This design comes from an exercise in tuning for small area, a short achievable clock period and few clock cycles per item on the open sky130 flow, not from production work.
The RTL was checked by simulation tests, not by an equivalence proof against the original design.

===== flow/config.mk =====
export PLATFORM = sky130hd
export DESIGN_NAME = pattern_encoder
export DESIGN_NICKNAME = pattern_encoder
export VERILOG_FILES = /design/flow/design.v
export SDC_FILE = /design/flow/constraint.sdc
export NUM_CORES = 4
export LEC_CHECK = 0
export CAP_MARGIN = 20
export CORE_MARGIN = 2
export CORE_UTILIZATION = 40
export SETUP_SLACK_MARGIN = 3.5
export SLEW_MARGIN = 20

===== flow/constraint.sdc =====
create_clock -name core_clock -period 7.0 [get_ports {clk}]
set_input_delay 1.4000 -clock core_clock [delete_from_list [all_inputs] [get_ports {clk}]]
set_output_delay 1.4000 -clock core_clock [all_outputs]
set_load 0.01 [all_outputs]

===== flow/design.v =====
module pattern_encoder #(
    parameter int INDEX_WIDTH = 32,
    parameter int ADDR_WIDTH  = 48,
    parameter int DATA_WIDTH  = 64
) (
    input  logic                   clk,
    input  logic                   rst,
    input  logic                   start,
    input  logic [ADDR_WIDTH-1:0]  start_addr,
    input  logic                   index_push,
    input  logic [INDEX_WIDTH-1:0] row,
    input  logic [INDEX_WIDTH-1:0] col,
    output logic                   index_stall,
    input  logic                   finish,
    output logic                   wr_req,
    input  logic                   wr_stall,
    output logic [ADDR_WIDTH-1:0]  wr_addr,
    output logic [DATA_WIDTH-1:0]  wr_data,
    output logic                   done,
    output logic [ADDR_WIDTH-1:0]  word_count
);
    localparam int IW = INDEX_WIDTH;
    localparam int VW = IW + 1;              
    localparam int LW = 6;                   
    localparam int CW = 2 * (1 + LW) + IW + VW;    
    localparam int BW = DATA_WIDTH - 1 + CW;       
    localparam int FW = 8;                   
    function automatic logic [LW-1:0] bitlen(input logic [VW-1:0] v);
        logic [LW-1:0] n;
        n = '0;
        for (int i = 0; i < VW; i++)
            if (v[i]) n = LW'(i + 1);
        bitlen = n;
    endfunction
    function automatic logic [LW-1:0] codelen(input logic [VW-1:0] v);
        logic [LW-1:0] n;
        n = LW'(7);
        for (int i = 0; i < VW; i++)
            if (v[i]) n = LW'(i + 8);
        codelen = n;
    endfunction
    logic          active_q;      
    logic          first_q;       
    logic [IW-1:0] lrow_q, lcol_q;    
    logic          s0_v_q, s0_f_q, s0_ru_q;
    logic [IW-1:0] s0_vr_q;
    logic [VW-1:0] s0_vc_q;
    logic          s1_v_q, s1_end_q;
    logic [CW-1:0] s1_code_q;
    logic [6:0]    s1_len_q;
    logic [BW-1:0]         buf_q;
    logic [FW-1:0]         fill_q;       
    logic                  fl_q;         
    logic                  wr_req_q, done_q;
    logic [ADDR_WIDTH-1:0] addr_q, cnt_q;
    logic room, pack, adv1, adv0, take_pair;
    assign room  = fill_q[7:6] == 2'b00;
    assign pack  = s1_v_q && room;
    assign adv1  = !s1_v_q || room;
    assign adv0  = !(s0_v_q || s0_f_q) || adv1;
    assign index_stall = s0_v_q && !adv1;
    assign take_pair   = index_push && !index_stall;
    logic          ru;
    logic [IW-1:0] vr;
    logic [VW-1:0] vc;
    assign ru = row != lrow_q;
    assign vr = row - lrow_q;
    assign vc = (ru || first_q) ? {1'b0, col} + VW'(1)
                                : {1'b0, col - lcol_q};
    logic          hasrow;
    logic [LW-1:0] wr, wc, sa;
    logic [6:0]    lc;
    logic [CW-1:0] code;
    assign hasrow = s0_v_q ? s0_ru_q : s0_f_q;
    assign wr     = bitlen({1'b0, s0_vr_q});
    assign wc     = bitlen(s0_vc_q);
    assign sa     = hasrow ? codelen({1'b0, s0_vr_q}) : '0;
    assign lc     = s0_v_q ? 7'(codelen(s0_vc_q)) : '0;
    assign code   = CW'({s0_vr_q, wr, hasrow})
                  | (CW'({s0_vc_q, wc, 1'b0}) << sa);
    logic [FW-1:0] h;
    logic          full, fl, wr_next, done_next;
    logic [FW-1:0] fill_next;
    logic [BW-1:0] base, app;
    assign h         = fill_q + (pack ? FW'(s1_len_q) : '0);
    assign full      = h[7:6] != 2'b00;
    assign fl        = fl_q || (pack && s1_end_q);
    assign wr_next   = !wr_stall && (full || (fl && h != '0));
    assign done_next = wr_next && fl && (h <= FW'(DATA_WIDTH));
    assign fill_next = !wr_next ? h : full ? {1'b0, h[7], h[5:0]} : '0;
    assign base      = wr_req_q ? (buf_q >> DATA_WIDTH)
                     : (fill_q != '0) ? buf_q : '0;
    assign app       = pack ? (BW'(s1_code_q) << fill_q[5:0]) : '0;
    always_ff @(posedge clk or posedge rst) begin
        if (rst) begin
            active_q <= 1'b0;
            first_q  <= 1'b0;
            s0_v_q   <= 1'b0;
            s0_f_q   <= 1'b0;
            s1_v_q   <= 1'b0;
            s1_end_q <= 1'b0;
            fill_q   <= '0;
            fl_q     <= 1'b0;
            wr_req_q <= 1'b0;
            done_q   <= 1'b0;
            cnt_q    <= '0;
        end else begin
            if (start) begin
                active_q <= 1'b1;
                first_q  <= 1'b1;
                cnt_q    <= '0;
            end else begin
                if (done_next) active_q <= 1'b0;
                if (take_pair) first_q  <= 1'b0;
                if (wr_next)   cnt_q    <= cnt_q + ADDR_WIDTH'(1);
            end
            if (adv0) begin
                s0_v_q <= index_push;
                s0_f_q <= finish || (s0_v_q && s0_f_q);
            end
            if (adv1) begin
                s1_v_q   <= s0_v_q || s0_f_q;
                s1_end_q <= !s0_v_q && s0_f_q;
            end
            fill_q   <= fill_next;
            fl_q     <= fl && !done_next;
            wr_req_q <= wr_next;
            done_q   <= done_next;
        end
    end
    always_ff @(posedge clk) begin
        if (start) begin
            lrow_q <= '0;
        end else if (take_pair) begin
            lrow_q <= row;
        end
        if (take_pair) lcol_q <= col;
        if (adv0) begin
            s0_ru_q <= index_push && ru;
            s0_vr_q <= index_push ? vr : '0;
            s0_vc_q <= index_push ? vc : '0;
        end
        if (adv1) begin
            s1_code_q <= code;
            s1_len_q  <= 7'(sa) + lc;
        end
        buf_q <= base | app;
        if (start)         addr_q <= start_addr;
        else if (wr_req_q) addr_q <= addr_q + ADDR_WIDTH'(DATA_WIDTH / 8);
    end
    assign wr_req     = wr_req_q;
    assign wr_addr    = addr_q;
    assign wr_data    = buf_q[DATA_WIDTH-1:0];
    assign done       = done_q;
    assign word_count = cnt_q;
endmodule

===== flow/flow/run.sh =====
#!/bin/bash
export BUFFER_PORTS_ARGS="-buffer_cell sky130_fd_sc_hd__buf_2"
bash standard.sh > standard.log 2>&1

===== flow/standard.sh =====
#!/bin/bash
# synth_recipe.tcl (not shown) runs the flow's synth.tcl, then flattens the netlist and writes it again
# the make line also repeats each setting of config.mk as NAME=value (left out here)
make -C /OpenROAD-flow-scripts/flow DESIGN_CONFIG=/design/flow/config.mk WORK_HOME=/design/flow/orfs CLKGATE_MAP_FILE= SYNTH_SCRIPT=/design/flow/synth_recipe.tcl "${@:-finish}"

==> summary.txt, run 1 <==
STA
  – FMAX: 275 MHz
  – Post-Route Skew: 0.0279 ns
  – Setup Viol. Count Final: 0
  – Tcrit/Tclk final: 0.519
  – Unrepaired setup endpoints after global routing: true
  – Worst Max-Slew Pin Slew: 1.37 ns
  – Hold Worst Slack: 0.451 ns
  – Final Hold Violating Endpoints: 0
  – Final sum of negative setup slack: 0 ns
  – Least setup slack across all paths after layout: 3.37 ns
  – Final Slew Violations: 0
  – Clock period minus final worst setup slack: 3.63 ns
  – Relative max-transition margin: 0.0842

Critical path
  – Count of buffering cells on the critical path with inverters included: 1
  – Crit-path max FO: 7
  – Slowest Stage Delay on Critical Path: 0.58 ns
  – Kind of critical path: reg -> reg
  – Worst endpoint data arrival time: 3.99 ns
  – Ordered list of cells on the worst path: or4_4 > o311ai_4 > a31o_4 > buf_12 > nor2_1 > o211ai_1 > nand2_2 > a211o_1 > o21a_1 > a22o_1 > or4_1
  – Critical path required time: 7.36 ns
  – Endpoint class of the critical path: flip-flop
  – Setup crit start kind: flip-flop
  – Family with the most delay on the worst path: compound AO/OA/AOI/OAI gates
  – Master of the slowest instance on the critical path: or4_4

Route
  – Post-route antenna net violation count: 0
  – DR vias: 29,000
  – Routed wire length: 105,000 um
  – Drt drc: 0
  – Pre-antenna DRT Iters: 6
  – Iter 0 DRT Violations: 2,925
  – Vias per cell: 5.82
  – Wire length per cell: 21.1 um

Global routing
  – Most crowded layer after global routing: met2
  – Met3 capacity usage during global routing: 0.0329
  – Grt ovf: 0
  – Met1 capacity usage during global routing: 0.329
  – Tot GR Track Use: 0.239
  – First-pass GRT wire length: 157,000 um
  – Routing usage on met2: 0.380
  – Pin count of the biggest net entering global routing: 114
  – Antenna violations before repair: 0
  – Vias in the first global route: 26,200

Die
  – Number of rows in the core area: 103
  – Number of placed I/O pins: 281
  – Overall die width: 288 um
  – Die area: 0.0827 mm2
  – Height of the chip: 288 um
  – Std-Cell Core Area: 0.0793 mm2
  – Starting utilization of the core area: 0.406

Cells and area
  – Design area: 0.0383 mm2
  – Signed area change from the synthesized netlist to the final layout: 19.0%
  – Ratio of cells with drive above 1 in the final layout: 0.219
  – Ant. Diodes: 0
  – Final layout net count: 4,081

Synthesis
  – Flip-flop and latch count after synthesis: 470
  – Number of enable-type register cells in the synthesized netlist: 232
  – Cell Area, Synth: 0.0322 mm2
  – Nets in the synthesized netlist: 3,862
  – Number of distinct library cells after synthesis: 96
  – Fraction of the yosys area taken by sequential cells: 0.375
  – Main synth FF type: edfxtp_1
  – FFs w/ async S/R, synth: 0.136
  – Count of yosys warnings during synthesis: 1
  – Synthesized instance count: 3,662
  – Avg Synthesized Cell Area: 8.78 um2

Placement
  – Area after DPL: 0.0340 mm2
  – Final GP Congestion: 0.960
  – Port buffer count: 280
  – Dpl ws: 2.19 ns
  – Half-perimeter wire length of the detailed placement result: 73,600 um

Clock network
  – Max Buffers Root-to-Sink: 3
  – Hold-fix buffers, CTS: 0
  – Clock net sink count: 470
  – Deepest level of the CTS H-tree: 2
  – CTS root buffer: clkbuf_16
  – Clock network latency to the later pin of the worst-skew pair: 0.64 ns
  – Clock tree from TritonCTS: done
  – Clock transition at the registers of the reported paths: 0.06 ns
  – CTS buffer count: 56

Job
  – Maxcap violations: 0

Run status
  – Run status: no timing/DRC/antenna violations

Worst hold path
  – Tightest Hold Check Type: reg -> reg
==> state kept, by name (all words and copies together) (netlist names), 7 cells and up <==
register   count
lcol_q        32
fill_q         8
addr_q        48
s0_vc_q       33
s1_code_q     79
lrow_q        32
s1_len_q       7
buf_q        142
cnt_q         48
s0_vr_q       32
==> timing repair <==
item | 4_1_cts | 5_1_grt
cloned | 4 | 14
gates resized for setup | 82 | 129
buffers inserted | 44 | 81
pin swaps | 8 | 47
endpoints found under the setup margin | 209 | 140
==> cells in the final DEF, fill, tap and decap left out, drive strengths merged, types with 78 or more instances in the layout <==
master,instances
buf,439
dfxtp,174
nand2,547
o21ai,251
ha,78
inv,147
clkbuf,87
mux2i,154
nor2,336
a21oi,208
edfxtp,232
nand3,79
xnor2,104
==> cells by family (layout without fill, tap and decap cells) <==
family	after synthesis	in the layout	share of synthesized area
fa+ha+maj	82	82	0.0328
simple gates	1292	1293	0.179
xor+xnor	173	173	0.0471
flops	470	470	0.375
buf+inv	444	707	0.0626
compound gates	938	938	0.192
mux	263	263	0.111
==> synthesized netlist by cell type, types with 43 or more instances <==
cell,n,area (um2)
nand2_1,546,2050
nor2_1,335,1260
o21ai_0,246,1230
edfxtp_1,232,6970
a21oi_1,205,1030
dfxtp_1,174,3480
clkbuf_1,162,608
mux2i_1,152,1520
inv_1,138,518
xnor2_1,104,911
nand3_1,79,395
ha_1,78,976
nor3_1,71,355
buf_4,70,526
mux4_2,70,1580
xor2_1,69,604
dfrtp_1,64,1600
a22oi_1,58,435
a31oi_1,43,269
==> metrics by stage <==
step / std cells / util
after global routing: 4976 / 0.483
final: 4976 / 0.483
after CTS: 4881 / 0.463
after global placement: 4730 / 0.429
after floorplan: 3662 / -
after detailed placement: 4730 / 0.429
==> final cells by class <==
| class | count | area, um2 |
|---|---|---|
| Fill cell | 7582 | 41000 |
| Multi-Input combinational cell | 2749 | 19100 |
| Sequential cell | 470 | 12100 |
| Timing Repair Buffer | 453 | 3150 |
| Clock buffer | 76 | 1610 |
| Tap cell | 1050 | 1310 |
| Inverter | 147 | 661 |
| Clock inverter | 27 | 290 |
| Timing Repair inverter | 4 | 38.8 |
==> worst paths after layout <==
path                       cells after the start       endpoint        from  slack, ns
setup / recovery                              11  s1_code_q[33]  s0_vr_q[6]       3.37
hold / removal                                 2     lrow_q[19]  lrow_q[19]       0.45
setup reg to reg                              11  s1_code_q[33]  s0_vr_q[6]       3.37
hold reg to reg                                2     lrow_q[19]  lrow_q[19]       0.45
max in group asynchronous                      3      fill_q[0]         rst       5.18
min in group asynchronous                      3        first_q         rst       1.00
==> layer usage <==
metal  up-vias  share of wire
li1      13800              -
met3       204          0.068
met2      1139           0.46
met4         0          0.040
met5         -              0
met1     13800           0.43
==> worst reg2reg max path: stages, from the launching register on <==
cell and delay (ns):
edfxtp_1 0.43, or4_4 0.58, o311ai_4 0.25, a31o_4 0.28, buf_12 0.18, nor2_1 0.08, o211ai_1 0.34, nand2_2 0.13
a211o_1 0.31, o21a_1 0.17, a22o_1 0.20, or4_1 0.41
Testbench counts, summed over its fixed seeds: cycles 16,003, items 14,352.
==> run 2: changes to the inputs <==
--- a/flow/design.v
+++ b/flow/design.v
@@ -42,7 +42,7 @@
     logic          active_q;      
     logic          first_q;       
     logic [IW-1:0] lrow_q, lcol_q;    
-    logic          s0_v_q, s0_f_q, s0_ru_q;
+    logic          s0_v_q, s0_f_q, s0_hr_q;    
     logic [IW-1:0] s0_vr_q;
     logic [VW-1:0] s0_vc_q;
     logic          s1_v_q, s1_end_q;
@@ -71,21 +71,22 @@
     logic [LW-1:0] wr, wc, sa;
     logic [6:0]    lc;
     logic [CW-1:0] code;
-    assign hasrow = s0_v_q ? s0_ru_q : s0_f_q;
+    assign hasrow = s0_hr_q;
     assign wr     = bitlen({1'b0, s0_vr_q});
     assign wc     = bitlen(s0_vc_q);
     assign sa     = hasrow ? codelen({1'b0, s0_vr_q}) : '0;
     assign lc     = s0_v_q ? 7'(codelen(s0_vc_q)) : '0;
     assign code   = CW'({s0_vr_q, wr, hasrow})
                   | (CW'({s0_vc_q, wc, 1'b0}) << sa);
-    logic [FW-1:0] h;
+    logic [FW-1:0] hp, h;
     logic          full, fl, wr_next, done_next;
     logic [FW-1:0] fill_next;
     logic [BW-1:0] base, app;
-    assign h         = fill_q + (pack ? FW'(s1_len_q) : '0);
-    assign full      = h[7:6] != 2'b00;
+    assign hp        = FW'(fill_q[5:0]) + FW'(s1_len_q);
+    assign h         = pack ? hp : fill_q;
+    assign full      = pack ? (hp[7:6] != 2'b00) : !room;
     assign fl        = fl_q || (pack && s1_end_q);
-    assign wr_next   = !wr_stall && (full || (fl && h != '0));
+    assign wr_next   = !wr_stall && (full || fl);
     assign done_next = wr_next && fl && (h <= FW'(DATA_WIDTH));
     assign fill_next = !wr_next ? h : full ? {1'b0, h[7], h[5:0]} : '0;
     assign base      = wr_req_q ? (buf_q >> DATA_WIDTH)
@@ -136,7 +137,7 @@
         end
         if (take_pair) lcol_q <= col;
         if (adv0) begin
-            s0_ru_q <= index_push && ru;
+            s0_hr_q <= index_push ? ru : (finish || (s0_v_q && s0_f_q));
             s0_vr_q <= index_push ? vr : '0;
             s0_vc_q <= index_push ? vc : '0;
         end
--- a/flow/config.mk
+++ b/flow/config.mk
@@ -7,6 +7,9 @@
 export LEC_CHECK = 0
 export CAP_MARGIN = 20
 export CORE_MARGIN = 2
-export CORE_UTILIZATION = 40
+export CORE_UTILIZATION = 60
+export CTS_CLUSTER_DIAMETER = 100
+export CTS_CLUSTER_SIZE = 20
+export PLACE_DENSITY = 0.7
 export SETUP_SLACK_MARGIN = 3.5
 export SLEW_MARGIN = 20
==> summary.txt, run 2 <==
Critical path
  – Setup crit start kind: flip-flop
  – Slowest Stage Delay on Critical Path: 0.53 ns (-0.05 ns)
  – Critical path required time: 7.35 ns (about the same)
  – Kind of critical path: reg -> reg
  – Master of the slowest instance on the critical path: or4_1
  – Ordered list of cells on the worst path: or4_1 > o21ai_1 > a31oi_1 > or4b_4 > a32oi_4 > buf_6 > buf_12 > buf_8 > mux2i_2 > mux2_4 > a222oi_1
  – Crit-path max FO: 6 (-1)
  – Count of buffering cells on the critical path with inverters included: 3 (+2)
  – Family with the most delay on the worst path: simple AND/OR/NAND/NOR gates
  – Worst endpoint data arrival time: 4.02 ns (+0.03 ns)
  – Endpoint class of the critical path: flip-flop

STA
  – Worst Max-Slew Pin Slew: 1.11 ns (-0.256 ns)
  – Final Slew Violations: 0 (unchanged)
  – Clock period minus final worst setup slack: 3.68 ns (+0.0493 ns)
  – Relative max-transition margin: 0.258 (+0.173)
  – Final sum of negative setup slack: 0 ns (unchanged)
  – Final Hold Violating Endpoints: 0 (unchanged)
  – Unrepaired setup endpoints after global routing: true
  – FMAX: 272 MHz (-1.3%)
  – Post-Route Skew: 0.0215 ns (-0.00645 ns)
  – Tcrit/Tclk final: 0.526 (+0.00704)
  – Setup Viol. Count Final: 0 (unchanged)

Route
  – Drt drc: 0 (unchanged)
  – DR vias: 30,100 (+3.9%)
  – Routed wire length: 112,000 um (+6.4%)
  – Post-route antenna net violation count: 0 (unchanged)
  – Iter 0 DRT Violations: 4,024 (+38%)
  – Vias per cell: 6.69 (+15%)
  – Pre-antenna DRT Iters: 12 (+6)
  – Wire length per cell: 24.8 um (+18%)

Cells and area
  – Final standard cell utilization of the core: 0.702 (+0.219)
  – Fillers: 4,114 (-46%)
  – Largest registers in the final layout: buf_q (142), s1_code_q (79)
  – Signed area change from the synthesized netlist to the final layout: 16.0%
  – Flip-flop count of the largest register, all copies and words added: 142 (unchanged)
  – Final layout net count: 3,985 (-2.4%)
  – Commonest non-fill, non-tap cells in the layout: nand2_1, nor2_1, buf_2, edfxtp_1, o21ai_0
  – Register name with the most flops: buf_q
  – Most frequent standard cell in the layout excluding fill and tap cells: nand2_1
  – Ratio of cells with drive above 1 in the final layout: 0.224 (+0.00511)

Die
  – Number of placed I/O pins: 281 (unchanged)
  – Overall die width: 234 um (-19%)
  – Starting utilization of the core area: 0.605 (+0.199)
  – Height of the chip: 234 um (-19%)
  – Std-Cell Core Area: 0.0523 mm2 (-34%)
  – Die area: 0.0546 mm2 (-34%)
  – Number of rows in the core area: 84 (-18%)

Clock network
  – CTS root buffer: clkbuf_16
  – Clock transition at the registers of the reported paths: 0.09 ns (+0.03 ns)
  – Clock net sink count: 470 (unchanged)
  – CTS buffer count: 29 (-48%)
  – Clock tree from TritonCTS: done
  – Hold-fix buffers, CTS: 0 (unchanged)
  – Clock network latency to the later pin of the worst-skew pair: 0.62 ns (-0.02 ns)
  – Deepest level of the CTS H-tree: 1 (-1)
  – Max Buffers Root-to-Sink: 3 (unchanged)

Synthesis
  – Cell taking the most area after synthesis: edfxtp_1
  – Cell types occupying the most area after synthesis: edfxtp_1, dfxtp_1, nand2_1, mux4_2, mux2i_1
  – Number of enable-type register cells in the synthesized netlist: 232 (unchanged)
  – Cell Area, Synth: 0.0317 mm2 (-1.5%)
  – Count of yosys warnings during synthesis: 1 (unchanged)
  – FFs w/ async S/R, synth: 0.136 (unchanged)
  – Main synth FF type: edfxtp_1
  – Share of the synthesized area in the top cell type: 0.220 (+0.00336)
  – Nets in the synthesized netlist: 3,762 (-2.6%)
  – Fraction of the yosys area taken by sequential cells: 0.381 (+0.00581)
  – Most numerous cell in the Yosys netlist: nand2_1
  – Avg Synthesized Cell Area: 8.89 um2 (+1.2%)
  – Flip-flop and latch count after synthesis: 470 (unchanged)
  – Most frequent cells after synthesis: nand2_1, nor2_1, o21ai_0
  – Synthesized instance count: 3,563 (-2.7%)
  – Number of distinct library cells after synthesis: 89 (-7.3%)

Placement
  – Half-perimeter wire length of the detailed placement result: 78,800 um (+7.1%)
  – Final GP Congestion: 1.02 (+6.4%)
  – Port buffer count: 280 (unchanged)

Job
  – Maxcap violations: 0 (unchanged)

Global routing
  – Grt ovf: 0 (unchanged)
  – Pin count of the biggest net entering global routing: 125 (+9.6%)
  – Tot GR Track Use: 0.386 (+0.148)
  – First-pass GRT wire length: 163,000 um (+4.1%)
  – Antenna violations before repair: 9 (+9)
  – Vias in the first global route: 27,400 (+4.5%)

Worst hold path
  – Tightest Hold Check Type: reg -> reg

Run status
  – Run status: no timing/DRC/antenna violations
[run 2: through the flow]
step | area (um2) | hold slack (ns) | cells | setup slack [ns]
3_5_place_dp | 33200 | 0.444 | 4282 | 2.26
4_1_cts | 35000 | 0.459 | 4402 | 3.41
2_1_floorplan | 32000 | 0.425 | 3563 | 3.19
3_3_place_gp | 33200 | 0.437 | 4282 | 2.37
5_1_grt | 36700 | 0.480 | 4496 | 3.24
6_report | 36700 | 0.458 | 4497 | 3.32
[run 2: logic make-up after synthesis]
family | count (synthesis) | synth area share
flops | 470 | 0.381
fa+ha+maj | 81 | 0.0330
compound gates | 885 | 0.182
mux | 294 | 0.128
simple gates | 1234 | 0.171
xor+xnor | 165 | 0.0456
buf+inv | 434 | 0.0607
[run 2: routing by layer]
layer  share of wire  global-route usage  vias up  routed length, um
met5         0.00033                   0        -                 37
met4           0.056               0.166        6               6270
met3            0.10              0.0717      406              11400
met2            0.46               0.612     1912              51100
met1            0.38               0.520    14400              42800
li1                -                   -    13400                  -
[run 2: path summary, 6_finish.rpt]
path	from	end	slack (ns)	depth (start not counted)
min	lrow_q[7]	lrow_q[7]	0.46	2
min reg2reg	lrow_q[7]	lrow_q[7]	0.46	2
min in group asynchronous	rst	cnt_q[38]	1.05	3
max in group asynchronous	rst	fill_q[2]	5.29	3
max reg2reg	s0_vr_q[6]	s1_code_q[45]	3.32	11
max	s0_vr_q[6]	s1_code_q[45]	3.32	11
[run 2: worst register-to-register path: cells and delay by family (launching register included)]
kind	cells	cell delay, ns
AO/OA/AOI/OAI	4	0.66
AND/OR/NAND/NOR	2	1.06
multiplexers	2	0.81
buffers and inverters	3	0.42
flip-flops	1	0.47
[run 2: area by class of cell]
class                      count  area [um2]  area share
inverter                     153         688      0.0187
antenna                        4        10.0    0.000273
multi-input combinational   2661       19000       0.517
tap                          688         861      0.0234
timing repair inverter         5        50.0     0.00136
timing repair buffer         466        3210      0.0874
clock buffer                  45         796      0.0217
clock inverter                 5        58.8     0.00160
sequential                   470       12100       0.329
[run 2: timing repair]
item,in CTS,in global routing
buffers inserted,61,86
pin swaps,13,82
endpoints found under the setup margin,215,157
hold endpoints to repair,0,0
resized for setup,79,191
gates cloned,9,5
Testbench counts of run 2, summed over its fixed seeds: cycles 16,003, items 14,352.
==> run 3: changes to the inputs <==
==> flow/flow/run.sh (replaced) <==
#!/bin/bash
export BUFFER_PORTS_ARGS="-buffer_cell sky130_fd_sc_hd__buf_2"
export SKIP_CTS_REPAIR_TIMING=1
bash standard.sh > standard.log 2>&1
--- a/flow/config.mk
+++ b/flow/config.mk
@@ -8,8 +8,6 @@
 export CAP_MARGIN = 20
 export CORE_MARGIN = 2
 export CORE_UTILIZATION = 60
-export CTS_CLUSTER_DIAMETER = 100
-export CTS_CLUSTER_SIZE = 20
 export PLACE_DENSITY = 0.7
 export SETUP_SLACK_MARGIN = 3.5
 export SLEW_MARGIN = 20
==> summary.txt, run 3 <==
Synthesis
  – Nets in the synthesized netlist: 3,762 (unchanged)
  – Number of enable-type register cells in the synthesized netlist: 232 (unchanged)
  – Synthesized instance count: 3,563 (unchanged)
  – Main synth FF type: edfxtp_1
  – FFs w/ async S/R, synth: 0.136 (unchanged)
  – Share of the synthesized area in the top cell type: 0.220 (unchanged)
  – Avg Synthesized Cell Area: 8.89 um2 (unchanged)
  – Most numerous cell in the Yosys netlist: nand2_1
  – Cell taking the most area after synthesis: edfxtp_1
  – Flip-flop and latch count after synthesis: 470 (unchanged)
  – Most frequent cells after synthesis: nand2_1, nor2_1, o21ai_0
  – Cell types occupying the most area after synthesis: edfxtp_1, dfxtp_1, nand2_1, mux4_2, mux2i_1
  – Number of distinct library cells after synthesis: 89 (unchanged)
  – Count of yosys warnings during synthesis: 1 (unchanged)
  – Cell Area, Synth: 0.0317 mm2 (unchanged)
  – Fraction of the yosys area taken by sequential cells: 0.381 (unchanged)

Critical path
  – Count of buffering cells on the critical path with inverters included: 4 (+1)
  – Master of the slowest instance on the critical path: or4b_4
  – Crit-path max FO: 8 (+2)
  – Slowest Stage Delay on Critical Path: 0.53 ns (about the same)
  – Worst endpoint data arrival time: 4.18 ns (+0.16 ns)
  – Endpoint class of the critical path: flip-flop
  – Kind of critical path: reg -> reg
  – Critical path required time: 7.42 ns (+0.07 ns)
  – Ordered list of cells on the worst path: buf_6 > or4_4 > o21ai_2 > a31oi_1 > or4b_4 > a32oi_4 > clkinv_8 > buf_12 > nor2_4 > a22o_1 > a221oi_4 > buf_4 > o22a_1 > o21ai_0
  – Family with the most delay on the worst path: compound AO/OA/AOI/OAI gates
  – Setup crit start kind: flip-flop

STA
  – Least setup slack across all paths after layout: 3.23 ns (-0.0865 ns)
  – Worst Max-Slew Pin Slew: 1.11 ns (-0.00432 ns)
  – FMAX: 266 MHz (-2.3%)
  – Final Hold Violating Endpoints: 0 (unchanged)
  – Clock period minus final worst setup slack: 3.77 ns (+0.0865 ns)
  – Final Slew Violations: 0 (unchanged)
  – Relative max-transition margin: 0.261 (+0.00288)
  – Final sum of negative setup slack: 0 ns (unchanged)
  – Unrepaired setup endpoints after global routing: true
  – Post-Route Skew: 0.0191 ns (-0.00236 ns)
  – Setup Viol. Count Final: 0 (unchanged)
  – Tcrit/Tclk final: 0.538 (+0.0124)

Global routing
  – Tot GR Track Use: 0.379 (-0.00734)
  – First-pass GRT wire length: 160,000 um (-2.0%)
  – Pin count of the biggest net entering global routing: 125 (unchanged)
  – Antenna violations before repair: 5 (-4)
  – Vias in the first global route: 27,100 (-1.0%)
  – Grt ovf: 0 (unchanged)

Job
  – Maxcap violations: 0 (unchanged)

Placement
  – Dpl ws: 2.26 ns (unchanged)
  – Final GP Congestion: 1.02 (unchanged)
  – Area after DPL: 0.0332 mm2 (unchanged)
  – Half-perimeter wire length of the detailed placement result: 78,800 um (unchanged)
  – Port buffer count: 280 (unchanged)

Cells and area
  – Flip-flop count of the largest register, all copies and words added: 142 (unchanged)
  – Fillers: 3,908 (-5.0%)
  – Signed area change from the synthesized netlist to the final layout: 19.4%
  – Register name with the most flops: buf_q
  – Most frequent standard cell in the layout excluding fill and tap cells: nand2_1
  – Design area: 0.0378 mm2 (+2.9%)
  – Commonest non-fill, non-tap cells in the layout: nand2_1, nor2_1, buf_2, edfxtp_1, o21ai_0
  – Ratio of cells with drive above 1 in the final layout: 0.241 (+0.0177)
  – Final layout net count: 4,016 (+0.78%)
  – Largest registers in the final layout: buf_q (142), s1_code_q (79)
  – Area used by multi-input combinational logic: 0.0192 mm2 (+1.0%)
  – Register Area: 0.0121 mm2 (unchanged)

Clock network
  – Clock net sink count: 470 (unchanged)
  – CTS root buffer: clkbuf_16
  – Deepest level of the CTS H-tree: 2 (+1)
  – Max Buffers Root-to-Sink: 3 (unchanged)
  – Clock tree from TritonCTS: done
  – CTS buffer count: 51 (+76%)
  – Clock transition at the registers of the reported paths: 0.06 ns (-0.03 ns)
  – Clock network latency to the later pin of the worst-skew pair: 0.61 ns (about the same)

Die
  – Die area: 0.0546 mm2 (unchanged)
  – Starting utilization of the core area: 0.605 (unchanged)
  – Height of the chip: 234 um (unchanged)
  – Number of rows in the core area: 84 (unchanged)
  – Overall die width: 234 um (unchanged)
  – Number of placed I/O pins: 281 (unchanged)
  – Std-Cell Core Area: 0.0523 mm2 (unchanged)

Route
  – DR vias: 30,300 (+0.80%)
  – Pre-antenna DRT Iters: 9 (-3)
  – Post-route antenna net violation count: 0 (unchanged)
  – Vias per cell: 6.66 (-0.40%)
  – Iter 0 DRT Violations: 4,107 (+2.1%)
  – Routed wire length: 112,000 um (+0.69%)
  – Wire length per cell: 24.7 um (-0.51%)
  – Drt drc: 0 (unchanged)

Worst hold path
  – Tightest Hold Check Type: reg -> reg

Run status
  – Run status: no timing/DRC/antenna violations
[run 3: cell counts after synthesis]
Identical to the previous run, type by type.
[run 3: cell families (layout without fill, tap and decap cells)]
group | count (synthesis) | after routing | synth area share
adders and majority gates | 81 | 81 | 0.0330
AOI/OAI and AO/OA | 885 | 887 | 0.182
muxes | 294 | 294 | 0.128
DFF | 470 | 470 | 0.381
xor gates and xnor gates | 165 | 165 | 0.0456
other | 0 | 5 | 0
and+or+nand+nor | 1234 | 1234 | 0.171
buffers and inverters | 434 | 727 | 0.0607
[run 3: final cells by class]
cell class | count | share of cell area
repair buffers | 473 | 0.0844
clock buffers | 70 | 0.0392
well taps | 688 | 0.0228
flip-flops and latches | 470 | 0.319
multi-input cells | 2661 | 0.508
repair inverters | 7 | 0.00275
clock inverters | 24 | 0.00665
inverters | 153 | 0.0171
diodes | 5 | 0.000331
[run 3: tightest hold or removal path, stage by stage, from the launching register on]
cell     delay [ns]
dfxtp_1        0.31
nand2_1        0.05
a21oi_1        0.05
[run 3: final timing paths]
path / from / endpoint / slack, ns / cells after the start
max reg2reg: s0_vr_q[4] / s1_code_q[49] / 3.23 / 14
max in group asynchronous: rst / fill_q[2] / 5.26 / 3
min in group asynchronous: rst / cnt_q[38] / 1.06 / 3
max: s0_vr_q[4] / s1_code_q[49] / 3.23 / 14
min reg2reg: lrow_q[8] / lrow_q[8] / 0.45 / 2
min: lrow_q[8] / lrow_q[8] / 0.45 / 2
[run 3: metrics by stage]
step | hold WS, ns | utilization | instances
finish | 0.454 | 0.722 | 4551
global route | 0.476 | 0.722 | 4548
CTS | 0.455 | 0.667 | 4376
detailed placement | 0.444 | 0.633 | 4282
global placement | 0.437 | 0.633 | 4282
floorplan | 0.425 | - | 3563
[run 3: per-layer routing]
metal	track usage	routed length [um]	vias up
li1	-	-	13500
met1	0.516	43100	14500
met2	0.596	51200	1937
met3	0.0686	12100	442
met4	0.162	6080	4
met5	0	31	-
==> run 4: changes to the inputs <==
==> flow/flow/run.sh (replaced) <==
#!/bin/bash
export BUFFER_PORTS_ARGS="-buffer_cell sky130_fd_sc_hd__buf_2"
bash standard.sh > standard.log 2>&1
==> summary.txt, run 4 <==
Run status
  – Run status: no timing/DRC/antenna violations

STA
  – Worst Max-Slew Pin Slew: 1.09 ns (-0.0178 ns)
  – FMAX: 278 MHz (+4.8%)
  – Relative max-transition margin: 0.272 (+0.0119)
  – Hold Worst Slack: 0.454 ns (-0.0000670 ns)
  – Tcrit/Tclk final: 0.513 (-0.0247)
  – Post-Route Skew: 0.0185 ns (-0.000585 ns)
  – Final Slew Violations: 0 (unchanged)
  – Unrepaired setup endpoints after global routing: true
  – Final Hold Violating Endpoints: 0 (unchanged)
  – Final sum of negative setup slack: 0 ns (unchanged)
  – Least setup slack across all paths after layout: 3.41 ns (+0.173 ns)
  – Clock period minus final worst setup slack: 3.59 ns (-0.173 ns)
  – Setup Viol. Count Final: 0 (unchanged)

Synthesis
  – Nets in the synthesized netlist: 3,762 (unchanged)
  – Cell Area, Synth: 0.0317 mm2 (unchanged)
  – Cell taking the most area after synthesis: edfxtp_1
  – Flip-flop and latch count after synthesis: 470 (unchanged)
  – Number of distinct library cells after synthesis: 89 (unchanged)
  – Main synth FF type: edfxtp_1
  – Avg Synthesized Cell Area: 8.89 um2 (unchanged)
  – FFs w/ async S/R, synth: 0.136 (unchanged)
  – Most frequent cells after synthesis: nand2_1, nor2_1, o21ai_0
  – Most numerous cell in the Yosys netlist: nand2_1
  – Count of yosys warnings during synthesis: 1 (unchanged)
  – Share of the synthesized area in the top cell type: 0.220 (unchanged)
  – Cell types occupying the most area after synthesis: edfxtp_1, dfxtp_1, nand2_1, mux4_2, mux2i_1
  – Synthesized instance count: 3,563 (unchanged)
  – Number of enable-type register cells in the synthesized netlist: 232 (unchanged)
  – Fraction of the yosys area taken by sequential cells: 0.381 (unchanged)

Cells and area
  – Design area: 0.0376 mm2 (-0.60%)
  – Signed area change from the synthesized netlist to the final layout: 18.6%
  – Flip-flop count of the largest register, all copies and words added: 142 (unchanged)
  – Register name with the most flops: buf_q
  – Register Area: 0.0121 mm2 (unchanged)
  – Final layout net count: 4,006 (-0.25%)
  – Final std cells w/o fill: 4,541 (-0.22%)
  – Ratio of cells with drive above 1 in the final layout: 0.236 (-0.00561)
  – Fillers: 3,955 (+1.2%)
  – Most frequent standard cell in the layout excluding fill and tap cells: nand2_1
  – Largest registers in the final layout: buf_q (142), s1_code_q (79)
  – Area used by multi-input combinational logic: 0.0190 mm2 (-0.89%)
  – Commonest non-fill, non-tap cells in the layout: nand2_1, nor2_1, buf_2, edfxtp_1, o21ai_0

Clock network
  – CTS buffer count: 51 (unchanged)
  – Max Buffers Root-to-Sink: 3 (unchanged)
  – CTS root buffer: clkbuf_16
  – Deepest level of the CTS H-tree: 2 (unchanged)
  – Clock transition at the registers of the reported paths: 0.06 ns (about the same)
  – Clock tree from TritonCTS: done
  – Clock network latency to the later pin of the worst-skew pair: 0.61 ns (about the same)
  – Clock net sink count: 470 (unchanged)

Critical path
  – Setup crit start kind: flip-flop
  – Family with the most delay on the worst path: simple AND/OR/NAND/NOR gates
  – Master of the slowest instance on the critical path: or4b_4
  – Kind of critical path: reg -> reg
  – Worst endpoint data arrival time: 3.91 ns (-0.27 ns)
  – Critical path required time: 7.31 ns (-0.11 ns)
  – Ordered list of cells on the worst path: or4_1 > o21ai_1 > a31oi_1 > or4b_4 > a32oi_4 > buf_12 > buf_6 > buf_8 > mux2_4 > o21ai_4 > o21bai_1
  – Crit-path max FO: 6 (-2)
  – Endpoint class of the critical path: flip-flop
  – Count of buffering cells on the critical path with inverters included: 3 (-1)
  – Slowest Stage Delay on Critical Path: 0.54 ns (about the same)

Global routing
  – Vias in the first global route: 28,000 (+3.2%)
  – Pin count of the biggest net entering global routing: 125 (unchanged)
  – Tot GR Track Use: 0.392 (+0.0134)
  – Grt ovf: 0 (unchanged)
  – Antenna violations before repair: 6 (+1)
  – First-pass GRT wire length: 165,000 um (+3.4%)

Route
  – Iter 0 DRT Violations: 3,993 (-2.8%)
  – Post-route antenna net violation count: 0 (unchanged)
  – Wire length on met1: 43,600 um (+1.4%)
  – Wire length per cell: 24.8 um (+0.46%)
  – Amount of wire on met3 after detailed routing: 11,400 um (-5.1%)
  – Vias per cell: 6.65 (-0.14%)
  – Highest routed layer: met5
  – Routed wire length: 113,000 um (+0.24%)
  – Pre-antenna DRT Iters: 9 (unchanged)
  – Routed wl met2: 51,300 um (+0.25%)
  – DR vias: 30,200 (-0.36%)
  – Drt drc: 0 (unchanged)

Die
  – Overall die width: 234 um (unchanged)
  – Std-Cell Core Area: 0.0523 mm2 (unchanged)
  – Height of the chip: 234 um (unchanged)
  – Die area: 0.0546 mm2 (unchanged)
  – Number of placed I/O pins: 281 (unchanged)
  – Number of rows in the core area: 84 (unchanged)
  – Starting utilization of the core area: 0.605 (unchanged)

Worst hold path
  – Tightest Hold Check Type: reg -> reg

Placement
  – Half-perimeter wire length of the detailed placement result: 78,800 um (unchanged)
  – Area after DPL: 0.0332 mm2 (unchanged)
  – Final GP Congestion: 1.02 (unchanged)
  – Placed insts: 4,282 (unchanged)
  – Dpl ws: 2.26 ns (unchanged)
  – Port buffer count: 280 (unchanged)

Job
  – Maxcap violations: 0 (unchanged)
## run 4: final cells by class
type | count | area share
clock buffers | 70 | 0.0395
clock inverters | 24 | 0.00669
repair inverters | 4 | 0.00117
multi-input cells | 2661 | 0.506
well taps | 688 | 0.0229
inverters | 153 | 0.0177
flip-flops and latches | 470 | 0.321
repair buffers | 466 | 0.0845
diodes | 5 | 0.000333
## run 4: path summary, 6_finish.rpt
| check | to | slack (ns) | from | depth (start not counted) |
|---|---|---|---|---|
| hold reg to reg | lrow_q[8] | 0.45 | lrow_q[8] | 2 |
| min in group asynchronous | cnt_q[39] | 1.04 | rst | 3 |
| hold / removal | lrow_q[8] | 0.45 | lrow_q[8] | 2 |
| setup reg to reg | s1_code_q[9] | 3.41 | s0_vr_q[6] | 11 |
| setup / recovery | s1_code_q[9] | 3.41 | s0_vr_q[6] | 11 |
| max in group asynchronous | fill_q[0] | 5.26 | rst | 3 |
## run 4: kinds of logic after synthesis
family                   share of synthesized area
AND/OR/NAND/NOR                              0.171
buffers and inverters                       0.0607
adder cells (fa/ha/maj)                     0.0330
XOR/XNOR                                    0.0456
multiplexers                                 0.128
AO/OA/AOI/OAI                                0.182
flip-flops                                   0.381
## run 4: repair_timing
action / CTS / global route
pin swaps: 25 / 81
gates cloned: 8 / 5
hold endpoints to repair: 0 / 0
gates resized for setup: 77 / 200
setup endpoints to repair: 212 / 171
buffers inserted: 70 / 77
hold buffers: 0 / 0
## run 4: through the flow
stage / utilization
after floorplan: -
after global placement: 0.633
after detailed placement: 0.633
after CTS: 0.687
after global routing: 0.718
final: 0.718
## run 4: worst min-delay path: stages, from the launching register on
cell and delay [ns]:
dfxtp_1 0.31, nand2_1 0.05, a21oi_1 0.05
## run 4: metal layers
metal / global-route usage / vias up
met5: 0 / -
met4: 0.192 / 4
met3: 0.0800 / 416
met2: 0.612 / 1915
met1: 0.522 / 14400
li1: - / 13400
==> run 5: changes to the inputs <==
--- a/flow/config.mk
+++ b/flow/config.mk
@@ -5,9 +5,9 @@
 export SDC_FILE = /design/flow/constraint.sdc
 export NUM_CORES = 4
 export LEC_CHECK = 0
-export CAP_MARGIN = 20
+export CAP_MARGIN = 5
 export CORE_MARGIN = 2
 export CORE_UTILIZATION = 60
 export PLACE_DENSITY = 0.7
 export SETUP_SLACK_MARGIN = 3.5
-export SLEW_MARGIN = 20
+export SLEW_MARGIN = 5
==> summary.txt, run 5 <==
Run status
  – Run status: no timing/DRC/antenna violations

Global routing
  – Vias in the first global route: 28,000 (unchanged)
  – Pin count of the biggest net entering global routing: 125 (unchanged)
  – Most crowded layer after global routing: met2
  – Routing usage on met2: 0.612 (unchanged)
  – Tot GR Track Use: 0.392 (unchanged)
  – First-pass GRT wire length: 165,000 um (unchanged)
  – Met3 capacity usage during global routing: 0.0800 (unchanged)
  – Antenna violations before repair: 6 (unchanged)
  – Met1 capacity usage during global routing: 0.522 (unchanged)
  – Grt ovf: 0 (unchanged)

STA
  – Worst Max-Slew Pin Slew: 1.23 ns (+0.141 ns)
  – Final Hold Violating Endpoints: 0 (unchanged)
  – Final Slew Violations: 0 (unchanged)
  – Relative max-transition margin: 0.178 (-0.0941)
  – Final sum of negative setup slack: 0 ns (unchanged)
  – Hold Worst Slack: 0.454 ns (-0.000447 ns)
  – Tcrit/Tclk final: 0.513 (about the same)
  – Unrepaired setup endpoints after global routing: true
  – Clock period minus final worst setup slack: 3.59 ns (-0.000940 ns)
  – Setup Viol. Count Final: 0 (unchanged)
  – FMAX: 278 MHz (about the same)
  – Post-Route Skew: 0.0203 ns (+0.00181 ns)

Synthesis
  – Synthesized instance count: 3,563 (unchanged)
  – Avg Synthesized Cell Area: 8.89 um2 (unchanged)
  – Main synth FF type: edfxtp_1
  – Most numerous cell in the Yosys netlist: nand2_1
  – Flip-flop and latch count after synthesis: 470 (unchanged)
  – Cell types occupying the most area after synthesis: edfxtp_1, dfxtp_1, nand2_1, mux4_2, mux2i_1
  – Count of yosys warnings during synthesis: 1 (unchanged)
  – Cell taking the most area after synthesis: edfxtp_1
  – FFs w/ async S/R, synth: 0.136 (unchanged)
  – Nets in the synthesized netlist: 3,762 (unchanged)
  – Share of the synthesized area in the top cell type: 0.220 (unchanged)
  – Most frequent cells after synthesis: nand2_1, nor2_1, o21ai_0
  – Number of distinct library cells after synthesis: 89 (unchanged)
  – Number of enable-type register cells in the synthesized netlist: 232 (unchanged)
  – Fraction of the yosys area taken by sequential cells: 0.381 (unchanged)
  – Cell Area, Synth: 0.0317 mm2 (unchanged)

Worst hold path
  – Tightest Hold Check Type: reg -> reg

Die
  – Std-Cell Core Area: 0.0523 mm2 (unchanged)
  – Height of the chip: 234 um (unchanged)
  – Overall die width: 234 um (unchanged)
  – Starting utilization of the core area: 0.605 (unchanged)
  – Die area: 0.0546 mm2 (unchanged)
  – Number of placed I/O pins: 281 (unchanged)
  – Number of rows in the core area: 84 (unchanged)

Route
  – Pre-antenna DRT Iters: 7 (-2)
  – Wire length per cell: 24.8 um (about the same)
  – Vias per cell: 6.67 (+0.18%)
  – Routed wire length: 113,000 um (about the same)
  – Post-route antenna net violation count: 0 (unchanged)
  – DR vias: 30,300 (+0.18%)
  – Drt drc: 0 (unchanged)
  – Iter 0 DRT Violations: 4,101 (+2.7%)

Clock network
  – CTS buffer count: 51 (unchanged)
  – Deepest level of the CTS H-tree: 2 (unchanged)
  – CTS root buffer: clkbuf_16
  – Clock net sink count: 470 (unchanged)
  – Max Buffers Root-to-Sink: 3 (unchanged)
  – Clock tree from TritonCTS: done
  – Clock transition at the registers of the reported paths: 0.07 ns (about the same)
  – Clock network latency to the later pin of the worst-skew pair: 0.62 ns (about the same)
  – Hold-fix buffers, CTS: 0 (unchanged)

Critical path
  – Ordered list of cells on the worst path: buf_4 > nor2_2 > nand3_1 > nor4_1 > a31o_2 > nand2_2 > buf_12 > inv_12 > mux4_2 > a211oi_4 > a31oi_4 > mux2_4 > mux2_2
  – Slowest Stage Delay on Critical Path: 0.51 ns (-0.03 ns)
  – Critical path required time: 7.37 ns (+0.06 ns)
  – Critical Path End: s1_code_q[42]
  – Master of the slowest instance on the critical path: edfxtp_1
  – Worst endpoint data arrival time: 3.96 ns (+0.05 ns)
  – Reg2Reg Setup Slack: 3.41 ns (about the same)
  – Kind of critical path: reg -> reg
  – Worst r2r path cells: 13 (+2)
  – Worst R2R End: s1_code_q[42]
  – Endpoint class of the critical path: flip-flop
  – Setup crit start kind: flip-flop
  – Critical register-to-register path startpoint: s0_vr_q[28]
  – Crit-path max FO: 36 (+30)
  – Launching instance or port of the critical path: s0_vr_q[28]

Cells and area
  – Largest registers in the final layout: buf_q (142), s1_code_q (79)
  – Flip-flop count of the largest register, all copies and words added: 142 (unchanged)
  – Signed area change from the synthesized netlist to the final layout: 18.6% (about the same)
  – Register name with the most flops: buf_q
  – Ratio of cells with drive above 1 in the final layout: 0.236 (+0.000260)
  – Most frequent standard cell in the layout excluding fill and tap cells: nand2_1
  – Final layout net count: 4,006 (unchanged)
  – Commonest non-fill, non-tap cells in the layout: nand2_1, nor2_1, buf_2, edfxtp_1, o21ai_0

Placement
  – Port buffer count: 280 (unchanged)
  – Final GP Congestion: 1.02 (unchanged)
  – Half-perimeter wire length of the detailed placement result: 78,800 um (unchanged)

Job
  – Maxcap violations: 0 (unchanged)
## run 5: changes by cell type in the layout (fill, tap and decap cells not counted)
cell    change
nor3_2      +1
or2_4       -1
nor3_1      -1
buf_4       +1
or2_2       +1
buf_6       -1
## run 5: critical path: cells and delay by family, from the launching register on
kind                   cells  cell delay, ns
AO/OA/AOI/OAI              3            0.64
AND/OR/NAND/NOR            4            0.65
multiplexers               3            0.93
buffers and inverters      3            0.59
flip-flops                 1            0.51
## run 5: per-stage QoR
step,instances,instance area [um2],util,setup slack (ns)
6_report,4541,37600,0.718,3.41
5_1_grt,4538,37600,0.718,3.29
4_1_cts,4454,35900,0.687,3.43
3_5_place_dp,4282,33200,0.633,2.26
3_3_place_gp,4282,33200,0.633,2.37
2_1_floorplan,3563,32000,-,3.19
## run 5: timing repair
item	in CTS	in global routing
setup endpoints to repair	212	171
gates resized for setup	77	201
cloned	8	5
setup buffers	70	77
pin swaps	25	81
## run 5: final cells by class
class                      count  area [um2]
clock buffer                  70        1480
inverter                     153         664
tap                          688         861
multi-input combinational   2661       19000
timing repair buffer         466        3170
fill                        3954       14800
sequential                   470       12100
clock inverter                24         251
antenna                        5        12.5
timing repair inverter         4        43.8
## run 5: metal layers
layer  part of all wire  up-vias
met5            0.00024        -
met4              0.055        4
met3               0.10      427
met2               0.46     1915
met1               0.39    14500
li1                   -    13400
## run 5: how the worst min path moves through the flow
stage                from         end  cells after the start
2_1_floorplan  buf_q[111]  buf_q[111]                      2
3_3_place_gp    buf_q[79]   buf_q[79]                      2
3_5_place_dp    buf_q[79]   buf_q[79]                      2
4_1_cts        lrow_q[27]  lrow_q[27]                      2
5_1_grt         lrow_q[8]   lrow_q[8]                      2
6_report        buf_q[83]   buf_q[83]                      2
## run 5: cells by family after synthesis
group                      Yosys count  share of synthesized area
AOI/OAI and AO/OA                  885                      0.182
xor gates and xnor gates           165                     0.0456
adders and majority gates           81                     0.0330
buffers and inverters              434                     0.0607
DFF                                470                      0.381
muxes                              294                      0.128
and+or+nand+nor                   1234                      0.171
==> run 6: changes to the inputs <==
==> flow/config.mk (replaced) <==
export PLATFORM = sky130hd
export DESIGN_NAME = pattern_encoder
export DESIGN_NICKNAME = pattern_encoder
export VERILOG_FILES = /design/flow/design.v
export SDC_FILE = /design/flow/constraint.sdc
export NUM_CORES = 4
export LEC_CHECK = 0
export CAP_MARGIN = 20
export CORE_MARGIN = 2
export CORE_UTILIZATION = 55
export PLACE_DENSITY = 0.65
export SETUP_SLACK_MARGIN = 3.65
export SLEW_MARGIN = 20
==> summary.txt, run 6 <==
STA
  – Tcrit/Tclk final: 0.521 (+0.00798)
  – Relative max-transition margin: 0.286 (+0.107)
  – Clock period minus final worst setup slack: 3.65 ns (+0.0558 ns)
  – Final Hold Violating Endpoints: 0 (unchanged)
  – Post-Route Skew: 0.0281 ns (+0.00781 ns)
  – Unrepaired setup endpoints after global routing: true
  – FMAX: 274 MHz (-1.5%)
  – Final sum of negative setup slack: 0 ns (unchanged)
  – Final Slew Violations: 0 (unchanged)
  – Worst Max-Slew Pin Slew: 1.07 ns (-0.163 ns)
  – Setup Viol. Count Final: 0 (unchanged)

Global routing
  – Grt ovf: 0 (unchanged)
  – Tot GR Track Use: 0.362 (-0.0307)
  – Pin count of the biggest net entering global routing: 81 (-35%)
  – Antenna violations before repair: 8 (+2)
  – Vias in the first global route: 28,400 (+1.6%)
  – First-pass GRT wire length: 169,000 um (+2.1%)

Route
  – DR vias: 30,100 (-0.68%)
  – Routed wire length: 114,000 um (+1.2%)
  – Vias per cell: 6.45 (-3.3%)
  – Post-route antenna net violation count: 0 (unchanged)
  – Wire length per cell: 24.4 um (-1.5%)
  – Pre-antenna DRT Iters: 7 (unchanged)
  – Drt drc: 0 (unchanged)
  – Iter 0 DRT Violations: 3,469 (-15%)

Cells and area
  – Register name with the most flops: buf_q
  – Signed area change from the synthesized netlist to the final layout: 23.3%
  – Final std cells w/o fill: 4,664 (+2.7%)
  – Area used by multi-input combinational logic: 0.0198 mm2 (+4.0%)
  – Ratio of cells with drive above 1 in the final layout: 0.267 (+0.0305)
  – Fillers: 4,412 (+12%)
  – Most frequent standard cell in the layout excluding fill and tap cells: nand2_1
  – Largest registers in the final layout: buf_q (142), s1_code_q (79)
  – Commonest non-fill, non-tap cells in the layout: nand2_1, nor2_1, buf_2, edfxtp_1, o21ai_0
  – Final standard cell utilization of the core: 0.690 (-0.0283)
  – Register Area: 0.0121 mm2 (about the same)
  – Design area: 0.0390 mm2 (+3.9%)
  – Final layout net count: 4,061 (+1.4%)
  – Flip-flop count of the largest register, all copies and words added: 142 (unchanged)

Synthesis
  – FFs w/ async S/R, synth: 0.136 (unchanged)
  – Cell taking the most area after synthesis: edfxtp_1
  – Count of yosys warnings during synthesis: 1 (unchanged)
  – Share of the synthesized area in the top cell type: 0.220 (unchanged)
  – Number of enable-type register cells in the synthesized netlist: 232 (unchanged)
  – Cell Area, Synth: 0.0317 mm2 (unchanged)
  – Most frequent cells after synthesis: nand2_1, nor2_1, o21ai_0
  – Most numerous cell in the Yosys netlist: nand2_1
  – Fraction of the yosys area taken by sequential cells: 0.381 (unchanged)
  – Avg Synthesized Cell Area: 8.89 um2 (unchanged)
  – Synthesized instance count: 3,563 (unchanged)
  – Cell types occupying the most area after synthesis: edfxtp_1, dfxtp_1, nand2_1, mux4_2, mux2i_1
  – Number of distinct library cells after synthesis: 89 (unchanged)
  – Nets in the synthesized netlist: 3,762 (unchanged)
  – Flip-flop and latch count after synthesis: 470 (unchanged)
  – Main synth FF type: edfxtp_1

Clock network
  – Clock network latency to the later pin of the worst-skew pair: 0.63 ns (about the same)
  – CTS buffer count: 52 (+2.0%)
  – Clock tree from TritonCTS: done
  – Max Buffers Root-to-Sink: 3 (unchanged)
  – Clock transition at the registers of the reported paths: 0.06 ns (about the same)
  – Deepest level of the CTS H-tree: 2 (unchanged)
  – Clock net sink count: 470 (unchanged)
  – CTS root buffer: clkbuf_16

Placement
  – Placed insts: 4,354 (+1.7%)
  – Area after DPL: 0.0333 mm2 (+0.45%)
  – Port buffer count: 280 (unchanged)
  – Final GP Congestion: 1.02 (-0.25%)
  – Half-perimeter wire length of the detailed placement result: 78,800 um (about the same)

Die
  – Std-Cell Core Area: 0.0566 mm2 (+8.1%)
  – Die area: 0.0595 mm2 (+8.9%)
  – Starting utilization of the core area: 0.559 (-0.0456)
  – Height of the chip: 244 um (+4.4%)
  – Number of placed I/O pins: 281 (unchanged)
  – Number of rows in the core area: 87 (+3.6%)
  – Overall die width: 244 um (+4.4%)

Critical path
  – Slowest Stage Delay on Critical Path: 0.55 ns (+0.04 ns)
  – Endpoint class of the critical path: flip-flop
  – Kind of critical path: reg -> reg
  – Critical path depth: 11 (-2)
  – Crit-path max FO: 6 (-83%)
  – Ordered list of cells on the worst path: nor2_2 > a2111oi_4 > o211ai_1 > nor3b_4 > o21ai_4 > bufinv_16 > mux4_2 > a22o_1 > a221oi_4 > o22ai_2 > or3_1
  – Critical register-to-register path startpoint: s0_vr_q[4]
  – Worst endpoint data arrival time: 4.00 ns (+0.04 ns)
  – Family with the most delay on the worst path: compound AO/OA/AOI/OAI gates
  – Master of the slowest instance on the critical path: mux4_2
  – Setup crit start kind: flip-flop
  – Worst r2r path cells: 11 (-2)
  – Count of buffering cells on the critical path with inverters included: 1 (-2)
  – Critical path required time: 7.35 ns (-0.02 ns)
  – Reg2Reg Setup Slack: 3.35 ns (-0.06 ns)
  – Launching instance or port of the critical path: s0_vr_q[4]

Worst hold path
  – Hold wc startpoint: lrow_q[24]
  – Instance count along the most critical hold path: 2 (unchanged)
  – Tightest Hold Check Type: reg -> reg

Job
  – Maxcap violations: 0 (unchanged)

Run status
  – Run status: no timing/DRC/antenna violations
[run 6: cell counts after synthesis]
Identical to the previous run, type by type.
[run 6: routing by layer]
layer	up-vias	track usage	share of wire
li1	13600	-	-
met1	14400	0.480	0.39
met2	1661	0.565	0.45
met3	417	0.0703	0.094
met4	12	0.185	0.062
met5	-	0	0.00061
[run 6: cell families (layout without fill, tap and decap cells)]
group | Yosys count | after routing | synth area share
AOI/OAI and AO/OA | 885 | 888 | 0.182
xor gates and xnor gates | 165 | 165 | 0.0456
adders and majority gates | 81 | 81 | 0.0330
buffers and inverters | 434 | 772 | 0.0607
DFF | 470 | 470 | 0.381
muxes | 294 | 294 | 0.128
other | 0 | 2 | 0
and+or+nand+nor | 1234 | 1236 | 0.171
[run 6: what timing repair did]
item / 4_1_cts / 5_1_grt
endpoints found under the setup margin: 261 / 167
pin swaps: 59 / 100
gates resized for setup: 189 / 247
gates cloned: 12 / 3
hold buffers: 0 / 0
setup buffers: 123 / 72
[run 6: area by class of cell]
class,instances,area share
multi-input combinational,2664,0.506
sequential,470,0.309
timing repair buffer,514,0.0910
clock buffer,70,0.0394
tap,756,0.0242
inverter,153,0.0170
clock inverter,28,0.00981
timing repair inverter,7,0.00279
antenna,2,0.000128
[run 6: worst paths after layout]
path	end
max in group asynchronous	fill_q[0]
min	lrow_q[24]
min reg2reg	lrow_q[24]
max	s1_code_q[33]
min in group asynchronous	cnt_q[38]
max reg2reg	s1_code_q[33]
[run 6: through the flow]
step                worst slack [ns]  hold WS [ns]
finish                          3.35         0.453
global route                    3.24         0.467
CTS                             3.50         0.455
detailed placement              2.32         0.446
global placement                2.35         0.436
floorplan                       3.19         0.425
[run 6: worst register-to-register path: cells and delay by family, from the launching register on]
kind	cells	cell delay [ns]
buffers and inverters	1	0.25
multiplexers	1	0.56
flip-flops	1	0.49
AO/OA/AOI/OAI	6	1.17
AND/OR/NAND/NOR	3	0.94

## port drivers added, routing unchanged
Ports are ideal in the flow. The routed layouts listed here were re-timed in OpenROAD.
Step 1, drivers: a clkbuf_16 drives clk and a buf_2 each remaining input, both assumed.
Step 2 moves the port delays by t, midway between the first and last clock arrival at a register: inputs arrive t later, outputs are due t later. That takes back most of the time a late clock gives input paths.
Three values: ideal, step 1, step 2; two values: the first two.
run | t (ns) | slack for setup (ns) | worst hold slack (ns)
run 1 | 0.702 | 3.370 / 3.370 / 2.901 | 0.451 / 0.451 / 0.451
run 2 | 0.667 | 3.321 / 3.321 / 2.700 | 0.458 / 0.458 / 0.458
run 3 | 0.664 | 3.234 / 3.234 / 2.750 | 0.454 / 0.454 / 0.454
run 4 | 0.668 | 3.407 / 3.407 / 2.767 | 0.454 / 0.454 / 0.454
run 5 | 0.669 | 3.408 / 3.408 / 2.766 | 0.454 / 0.454 / 0.454
run 6 | 0.681 | 3.352 / 3.352 / 2.818 | 0.453 / 0.453 / 0.453
After both steps every run listed still meets setup and hold. For run 5, which loses most, drivers alone change the setup slack by 0.000 ns; drivers and shift together by -0.642 ns.
